Background: an optimization exercise with open tools, aiming at small area. Do not read the settings as production practice.
Only simulation tests tie the RTL to the original design; equivalence was not proved.
Power is estimated from default activity; no workload was simulated.

<file path="flow/design.v">
    localparam logic [6:0] OP_BRANCH = 7'h63;
    localparam logic [6:0] OP_JAL    = 7'h6f;
    localparam logic [6:0] OP_JALR   = 7'h67;
    function automatic is_branch(input logic [32-1:0] instr);
        is_branch = instr[6:0] == OP_BRANCH;
    endfunction
    function automatic is_jal(input logic [32-1:0] instr);
        is_jal = instr[6:0] == OP_JAL;
    endfunction
    function automatic is_jalr(input logic [32-1:0] instr);
        is_jalr = instr[6:0] == OP_JALR;
    endfunction
    function automatic is_link(input logic [4:0] r);
        is_link = (r == 5'd1) || (r == 5'd5);
    endfunction
    function automatic [32-1:0] imm_b(input logic [32-1:0] instr);
        imm_b = {{(32 - 13){instr[31]}}, instr[31], instr[7],
                instr[30:25], instr[11:8], 1'b0};
    endfunction
    function automatic [32-1:0] imm_j(input logic [32-1:0] instr);
        imm_j = {{(32 - 21){instr[31]}}, instr[31], instr[19:12],
                instr[20], instr[30:21], 1'b0};
    endfunction
    function automatic [8-1:0] pc_hash(
        input logic [32-1:0] pc
    );
        pc_hash = pc[8+1:2];
    endfunction
`timescale 1ns/1ps
module bp_read256 (
    input  logic [255:0] q,
    input  logic [15:0]  row,
    input  logic [15:0]  col,
    output logic         o
);
    logic [15:0] row_val;
    for (genvar r = 0; r < 16; r++) begin : g_row
        assign row_val[r] = |(q[r*16 +: 16] & col);
    end
    assign o = |(row_val & row);
endmodule
module branch_predictor (
    input  logic                       clk,
    input  logic                       rst,
    input  logic                       fetch_valid,
    input  logic [32-1:0]  fetch_pc,
    input  logic [32-1:0] fetch_instr,
    output logic                       pred_valid,
    output logic                       pred_taken,
    output logic [32-1:0]  pred_next_pc,
    output logic                       pred_use_local,
    output logic                       ras_push,
    output logic                       ras_pop,
    output logic [32-1:0]  ras_push_addr,
    input  logic [32-1:0]  ras_top_addr,
    input  logic                       commit_valid,
    input  logic [32-1:0]  commit_pc,
    input  logic [32-1:0] commit_instr,
    input  logic                       commit_taken,
    input  logic                       commit_hit,
    input  logic                       commit_use_local
);
    localparam logic [6:0] OP_BRANCH = 7'h63;
    localparam logic [6:0] OP_JAL    = 7'h6f;
    localparam logic [6:0] OP_JALR   = 7'h67;
    function automatic is_branch(input logic [32-1:0] instr);
        is_branch = instr[6:0] == OP_BRANCH;
    endfunction
    function automatic is_jal(input logic [32-1:0] instr);
        is_jal = instr[6:0] == OP_JAL;
    endfunction
    function automatic is_jalr(input logic [32-1:0] instr);
        is_jalr = instr[6:0] == OP_JALR;
    endfunction
    function automatic is_link(input logic [4:0] r);
        is_link = (r == 5'd1) || (r == 5'd5);
    endfunction
    function automatic [32-1:0] imm_b(input logic [32-1:0] instr);
        imm_b = {{(32 - 13){instr[31]}}, instr[31], instr[7],
                instr[30:25], instr[11:8], 1'b0};
    endfunction
    function automatic [32-1:0] imm_j(input logic [32-1:0] instr);
        imm_j = {{(32 - 21){instr[31]}}, instr[31], instr[19:12],
                instr[20], instr[30:21], 1'b0};
    endfunction
    function automatic [8-1:0] pc_hash(
        input logic [32-1:0] pc
    );
        pc_hash = pc[8+1:2];
    endfunction
    logic       commit_branch;
    logic [7:0] ghist;
    logic [7:0] lhist [0:15];
    logic [7:0] commit_lhist, fetch_lhist;
    logic [7:0] hist_wd_local, hist_wd_global;
    logic [3:0] clbht, flbht;
    assign commit_branch = commit_valid && is_branch(commit_instr);
    assign clbht         = commit_pc[5:2];
    assign flbht         = fetch_pc[5:2];
    assign commit_lhist  = lhist[clbht];
    assign fetch_lhist   = lhist[flbht];
    assign hist_wd_global = {ghist[6:0], commit_taken} & {8{!rst}};
    assign hist_wd_local  = {commit_lhist[6:0], commit_taken} & {8{!rst}};
    always_ff @(posedge clk) begin
        if (rst || commit_branch) ghist <= hist_wd_global;
    end
    for (genvar j = 0; j < 16; j++) begin : g_lhist
        always_ff @(posedge clk) begin
            if (rst || (commit_branch && clbht == j)) lhist[j] <= hist_wd_local;
        end
    end
    logic [7:0]  chash, fhash;
    logic [7:0]  g_widx, g_ridx, l_widx, l_ridx;
    logic [15:0] g_wrow, g_wcol, l_wrow, l_wcol;
    logic [15:0] g_crow, g_ccol, l_crow, l_ccol;
    logic [15:0] g_rrow, g_rcol, l_rrow, l_rcol;
    assign chash  = pc_hash(commit_pc);
    assign fhash  = pc_hash(fetch_pc);
    assign g_widx = ghist ^ chash;
    assign g_ridx = ghist ^ fhash;
    assign l_widx = commit_lhist ^ chash;
    assign l_ridx = fetch_lhist ^ fhash;
    for (genvar k = 0; k < 16; k++) begin : g_dec
        assign g_crow[k] = g_widx[7:4] == k;
        assign g_ccol[k] = g_widx[3:0] == k;
        assign l_crow[k] = l_widx[7:4] == k;
        assign l_ccol[k] = l_widx[3:0] == k;
        assign g_wrow[k] = rst || (commit_branch && g_crow[k]);
        assign g_wcol[k] = rst || g_ccol[k];
        assign l_wrow[k] = rst || (commit_branch && l_crow[k]);
        assign l_wcol[k] = rst || l_ccol[k];
        assign g_rrow[k] = g_ridx[7:4] == k;
        assign g_rcol[k] = g_ridx[3:0] == k;
        assign l_rrow[k] = l_ridx[7:4] == k;
        assign l_rcol[k] = l_ridx[3:0] == k;
    end
    logic [255:0] g1, g0, c1, c0, l1, l0;
    logic         g1_old, g0_old, c1_old, c0_old, l1_old, l0_old;
    logic         g1_new, g0_new, c1_new, c0_new, l1_new, l0_new;
    logic         chooser_up;
    bp_read256 rd_g1_old (.q(g1), .row(g_crow), .col(g_ccol), .o(g1_old));
    bp_read256 rd_g0_old (.q(g0), .row(g_crow), .col(g_ccol), .o(g0_old));
    bp_read256 rd_c1_old (.q(c1), .row(g_crow), .col(g_ccol), .o(c1_old));
    bp_read256 rd_c0_old (.q(c0), .row(g_crow), .col(g_ccol), .o(c0_old));
    bp_read256 rd_l1_old (.q(l1), .row(l_crow), .col(l_ccol), .o(l1_old));
    bp_read256 rd_l0_old (.q(l0), .row(l_crow), .col(l_ccol), .o(l0_old));
    assign chooser_up = commit_hit ? commit_use_local : !commit_use_local;
    assign g1_new = (g1_old & g0_old) | (g1_old & commit_taken) | (g0_old & commit_taken);
    assign g0_new = (g1_old & !g0_old) | (g1_old & commit_taken) | (!g0_old & commit_taken);
    assign c1_new = (c1_old & c0_old) | (c1_old & chooser_up) | (c0_old & chooser_up);
    assign c0_new = (c1_old & !c0_old) | (c1_old & chooser_up) | (!c0_old & chooser_up);
    assign l1_new = (l1_old & l0_old) | (l1_old & commit_taken) | (l0_old & commit_taken);
    assign l0_new = (l1_old & !l0_old) | (l1_old & commit_taken) | (!l0_old & commit_taken);
    logic [3:0] g_wd;
    logic [1:0] l_wd;
    assign g_wd = {g1_new, g0_new, c1_new, c0_new} & {4{!rst}};
    assign l_wd = {l1_new, l0_new} & {2{!rst}};
    for (genvar i = 0; i < 256; i++) begin : g_entry
        always_ff @(posedge clk) begin
            if (g_wrow[i/16] && g_wcol[i%16]) {g1[i], g0[i], c1[i], c0[i]} <= g_wd;
        end
        always_ff @(posedge clk) begin
            if (l_wrow[i/16] && l_wcol[i%16]) {l1[i], l0[i]} <= l_wd;
        end
    end
    logic g1_rd, c1_rd, l1_rd;
    logic g1_f, c1_f, l1_f;
    logic fwd_g, fwd_l;
    bp_read256 rd_g1 (.q(g1), .row(g_rrow), .col(g_rcol), .o(g1_rd));
    bp_read256 rd_c1 (.q(c1), .row(g_rrow), .col(g_rcol), .o(c1_rd));
    bp_read256 rd_l1 (.q(l1), .row(l_rrow), .col(l_rcol), .o(l1_rd));
    assign fwd_g = commit_branch && (chash == fhash);
    assign fwd_l = commit_branch && (l_widx == l_ridx);
    assign g1_f  = fwd_g ? g1_new : g1_rd;
    assign c1_f  = fwd_g ? c1_new : c1_rd;
    assign l1_f  = fwd_l ? l1_new : l1_rd;
    logic [6:0] op;
    logic       dec_branch, dec_jal, dec_jalr;
    logic       rd_link, rs1_link, rd_eq_rs1;
    logic       taken_b;
    logic [32-1:0] seq_pc, imm, target;
    assign op         = fetch_instr[6:0];
    assign dec_branch = is_branch(fetch_instr);
    assign dec_jal    = is_jal(fetch_instr);
    assign dec_jalr   = is_jalr(fetch_instr);
    assign rd_link    = is_link(fetch_instr[11:7]);
    assign rs1_link   = is_link(fetch_instr[19:15]);
    assign rd_eq_rs1  = fetch_instr[11:7] == fetch_instr[19:15];
    assign pred_valid = fetch_valid && (dec_branch || dec_jal || dec_jalr);
    assign taken_b        = c1_f ? l1_f : g1_f;
    assign pred_use_local = !op[2] && c1_f;
    assign pred_taken     = op[2] || taken_b;
    assign seq_pc = fetch_pc + 32'(4);
    assign imm    = op[3] ? imm_j(fetch_instr) : imm_b(fetch_instr);
    assign target = fetch_pc + imm;
    assign pred_next_pc = (op[2] && !op[3]) ? ras_top_addr :
                          (op[2] || taken_b) ? target : seq_pc;
    assign ras_push      = fetch_valid && (dec_jal || dec_jalr) && rd_link;
    assign ras_pop       = fetch_valid && dec_jalr && rs1_link && (!rd_link || !rd_eq_rs1);
    assign ras_push_addr = seq_pc;
endmodule
</file>
<file path="flow/run.sh">
#!/bin/bash
# synth_recipe.tcl (not shown) runs the flow's synth.tcl, then flattens the netlist and writes it again
# the make line also repeats each setting of config.mk as NAME=value (left out here)
make -C /OpenROAD-flow-scripts/flow DESIGN_CONFIG=/design/flow/config.mk WORK_HOME=/design/flow/orfs CLKGATE_MAP_FILE= SYNTH_SCRIPT=/design/flow/synth_recipe.tcl finish
</file>
<file path="flow/config.mk">
export PLATFORM = sky130hd
export DESIGN_NAME = branch_predictor
export DESIGN_NICKNAME = branch_predictor
export VERILOG_FILES = /design/flow/design.v
export SDC_FILE = /design/flow/constraint.sdc
export NUM_CORES = 4
export LEC_CHECK = 0
export CAP_MARGIN = 20
export CORE_MARGIN = 2
export CORE_UTILIZATION = 40
export SETUP_SLACK_MARGIN = 0.5
export SLEW_MARGIN = 20
</file>
<file path="flow/constraint.sdc">
create_clock -name core_clock -period 13.0 [get_ports {clk}]
set_input_delay 2.6000 -clock core_clock [delete_from_list [all_inputs] [get_ports {clk}]]
set_output_delay 2.6000 -clock core_clock [all_outputs]
set_load 0.01 [all_outputs]
</file>
==> run summary <==
==> placed cells by master (no fill, tap or decap), drive strengths merged, types with 173 or more instances in the layout <==
| master | instances |
|---|---|
| a21oi | 314 |
| a221oi | 173 |
| a22oi | 357 |
| buf | 536 |
| clkbuf | 212 |
| clkdlybuf4s50 | 179 |
| edfxtp | 1672 |
| nand2 | 522 |
| nor2 | 817 |
| o21ai | 181 |
==> stage by stage <==
step	cell area, um^2	utilization (%)	std cells	hold WS (ns)
after floorplan	77900	-	6184	0.778
after global placement	86000	44.6	8983	0.723
after detailed placement	86200	44.7	8989	0.752
after CTS	91900	47.6	9310	0.757
after global routing	92100	47.7	9329	0.797
final	92200	47.8	9355	0.765
==> cell families after synthesis <==
| group | share of synthesized area [%] |
|---|---|
| AOI/OAI and AO/OA | 17.1 |
| xor gates and xnor gates | 1.29 |
| adders and majority gates | 0.611 |
| buffers and inverters | 2.73 |
| DFF | 64.5 |
| muxes | 3.06 |
| and+or+nand+nor | 10.8 |
==> layer usage <==
layer | wire length (um) | share of wire, % | track usage (%)
met1 | 141000 | 36 | 48.9
met2 | 170000 | 43 | 57.7
met3 | 50500 | 13 | 11.6
met4 | 33600 | 8.5 | 26.6
met5 | 95 | 0.024 | 0
==> area by class of cell <==
cell class / instances / share of cell area, %
clock buffer: 211 / 5.06
multi-input combinational: 4043 / 28.7
tap: 2526 / 3.43
antenna: 32 / 0.0869
sequential: 1672 / 54.5
clock inverter: 110 / 1.11
inverter: 45 / 0.183
timing repair buffer: 716 / 6.95
==> worst max path at each step <==
stage	startpoint	endpoint	slack (ns)	depth (start not counted)
final	commit_pc[5]	pred_next_pc[13]	0.64	20
after global routing	commit_pc[5]	pred_next_pc[21]	0.66	21
after CTS	fetch_pc[3]	pred_next_pc[2]	0.59	23
after detailed placement	fetch_pc[3]	pred_next_pc[2]	0.21	23
after global placement	fetch_pc[3]	pred_next_pc[2]	0.13	23
after floorplan	commit_pc[4]	l1[0]	2.34	16
==> sequential cells by signal, indices dropped and copies added (netlist names) <==
| register | flops |
|---|---|
| l0 | 256 |
| lhist | 128 |
| c0 | 256 |
| g1 | 256 |
| g0 | 256 |
| l1 | 256 |
| c1 | 256 |
| ghist | 8 |
==> worst max-delay path, cell delays in order <==
cell and delay (ns):
sky130_fd_sc_hd__buf_2 0.53, sky130_fd_sc_hd__xor2_4 0.45, sky130_fd_sc_hd__buf_12 0.32, sky130_fd_sc_hd__nand2_1 0.10
sky130_fd_sc_hd__buf_4 0.43, sky130_fd_sc_hd__nor2_4 0.21, sky130_fd_sc_hd__buf_12 0.22, sky130_fd_sc_hd__buf_4 0.20
sky130_fd_sc_hd__a22oi_1 0.20, sky130_fd_sc_hd__nand3_1 0.11, sky130_fd_sc_hd__o21ai_0 0.96, sky130_fd_sc_hd__nand4_1 0.43
sky130_fd_sc_hd__or4_1 0.73, sky130_fd_sc_hd__maj3_1 0.44, sky130_fd_sc_hd__o221ai_2 0.42, sky130_fd_sc_hd__buf_12 0.16
sky130_fd_sc_hd__a21oi_4 0.05, sky130_fd_sc_hd__buf_12 0.22, sky130_fd_sc_hd__a211oi_2 0.26, sky130_fd_sc_hd__clkdlybuf4s50_1 0.59
==> power groups by stage <==
stage	clock network, mW	logic, mW	registers (mW)
after CTS	5.06	3.74	7.44
after detailed placement	0	3.73	7.54
after global routing	5.26	3.98	7.50
final	5.06	3.96	7.46
after global placement	0	3.69	7.54
after floorplan	0	1.77	7.42
==> what timing repair did <==
item | CTS | global route
resized for setup | 2 | 5
buffers inserted | 0 | 7
gates cloned | 0 | 0
pin swaps | 0 | 1
setup endpoints to repair | 31 | 32
==> reports/qor.yml <==
clocking:
  clock_tree.root_cell: "sky130_fd_sc_hd__clkbuf_16"
  max-clock-path-buffers: 3
  cts_buffers: 179
  clock_tree.htree_level_count: 4
  cts_tree: "built"
  clkSinkCount: 1672
  clk_transition_reported_paths_ns: 0.06
  latest_clock_arrival_within_the_worst_skew_pair_ns: 0.87
  hold_buf_cts: 0
finish:
  multi_input_area_um2: 26500
  synthToLayoutAreaGrowth_pct: 18.3
  seqCellArea_um2: 50200
  nNetsFinal: 6859
  drive_above_1_share_pct: 15.8
  number_of_filler_cells_placed_in_the_layout: 17300
place:
  placement.setup.worst_slack_ns: 0.209
  dp_hpwl_um: 273000
  port_buffers: 186
  gpl.final_weighted_congestion: 1.11
drt:
  detail_route.wirelength_um: 395000
  drt-pass1-iter-count: 9
  drtAntennaViolNets: 0
  post-route-drc-count: 0
  drtIter0Drc: 12600
  vias_after_detailed_routing: 65800
  avgRoutedWirePerCell_um: 42.2
  detail_route.vias_per_cell: 7.04
global_route:
  number_of_global_route_vias_before_repair: 61600
  track_usage_pct: 38.9
  grt_antenna_before_repair: 21
  grt_start_max_net_pins: 154
  grt_pass1_wl_um: 530000
  grt_remaining_overflow: 0
synthesis:
  yosys.area.top_type_share_pct: 64.5
  synth_area_um2: 77900
  yosys-top-cells-count: "sky130_fd_sc_hd__edfxtp_1, sky130_fd_sc_hd__nor2_1, sky130_fd_sc_hd__nand2_1"
  synth.distinct_cells: 114
  synth-seq-area-share_pct: 64.5
  post-synth-top-count-cell: "sky130_fd_sc_hd__edfxtp_1"
  top_cells_by_area_in_the_synthesized_netlist: "sky130_fd_sc_hd__edfxtp_1, sky130_fd_sc_hd__nor2_1, sky130_fd_sc_hd__a22oi_1, sky130_fd_sc_hd__nand2_1, sky130_fd_sc_hd__a21oi_1"
  yosys_warning_total: 2
  asyncSetResetFlopFracSynth_pct: 0
  largest_area_contributor_in_the_synthesized_netlist: "sky130_fd_sc_hd__edfxtp_1"
  synth_nets: 6386
  number_of_instances_in_the_synthesized_netlist: 6184
  synth_enable_flop_cells: 1672
  synth_flop_cell: "sky130_fd_sc_hd__edfxtp_1"
  postSynthRegisterBits: 1672
  syn_area_per_cell_um2: 12.6
hold_path:
  hold_start: "ghist[6]"
  holdPathStages: 1
  hp-class: "flop to flop"
  whs_endpoint: "ghist[7]"
sta:
  finClkSkew_ns: 0.0446
  report.final.setup_viol: 0
  fin_crit_ns: 12.36
  worst_tran_pin_value_ns: 1.28
  setup_repair_after_global_routing_missed_its_margin: "false"
  finalHoldViolations: 0
  finalMaxSlewViolations: 0
  timing.slew.headroom_pct: 14.4
  final_total_negative_setup_slack_ns: 0
  fmax_mhz: 80.9
  period_share_pct: 95.0
  fin_ws_ns: 0.644
critical_path:
  regToRegEndpoint: "g0[237]"
  r2r_start: "ghist[3]"
  setup.reg_to_reg.worst_slack_ns: 6.02
  worstRegToRegCells: 18
  crit_arrival_ns: 9.76
  cp.required_ns: 10.40
  endpoint_kind: "output port"
  worst-path-max-fanout: 21
  criticalPathCategory: "primary input to output port"
  timing.critical_path.from_type: "primary input"
outcome:
  status: "no timing/DRC/antenna violations"
pwr:
  combPwrFrac_pct: 24.0
  power.internal_mw: 11.0
  p_sw_share_pct: 33.3
  power.sequential.fraction_pct: 45.3
  design_power_total_mw: 16.5
  power.clock.fraction_pct: 30.7
  netSwitchingPower_mw: 5.49
  static-leakage-power_nw: 31.7
  power-per-cell-area_nw_per_um2: 179
  ir_drop_worst_case_vdd_mv: 0.142
floorplan:
  effective_utilization_at_floorplan_pct: 40.4
  width_of_the_die_um: 445
  coreArea_um2: 193000
  io-pin-count: 236
  die-area_um2: 198000
  die_h_um: 445
  rows: 161
run:
  max-cap-violations: 0

## static timing again, ports no longer ideal
In the flow no input, the clock included, has a driving cell. The finished layout below was timed again as built, in two steps.
Step 1, drivers: a clkbuf_16 drives clk and a buf_2 each remaining input, both assumed.
Step 2 moves the port delays by t, midway between the first and last clock arrival at a register: inputs arrive t later, outputs are due t later. That takes back most of the time a late clock gives input paths.
Three values: no drivers, after step 1, after step 2; two values: the first two.
t (ns): 0.934
setup WS [ns]: 0.644 / 0.588 / 0.588
hold slack, ns: 0.765 / 0.765 / 0.765
clock arrival spread, ns: 0.046 / 0.047
worst register clock-pin slew, ns: 0.07 / 0.07
After both steps this run still meets setup and hold. The setup slack of this run moves by -0.056 ns with the drivers and by -0.056 ns with both steps.
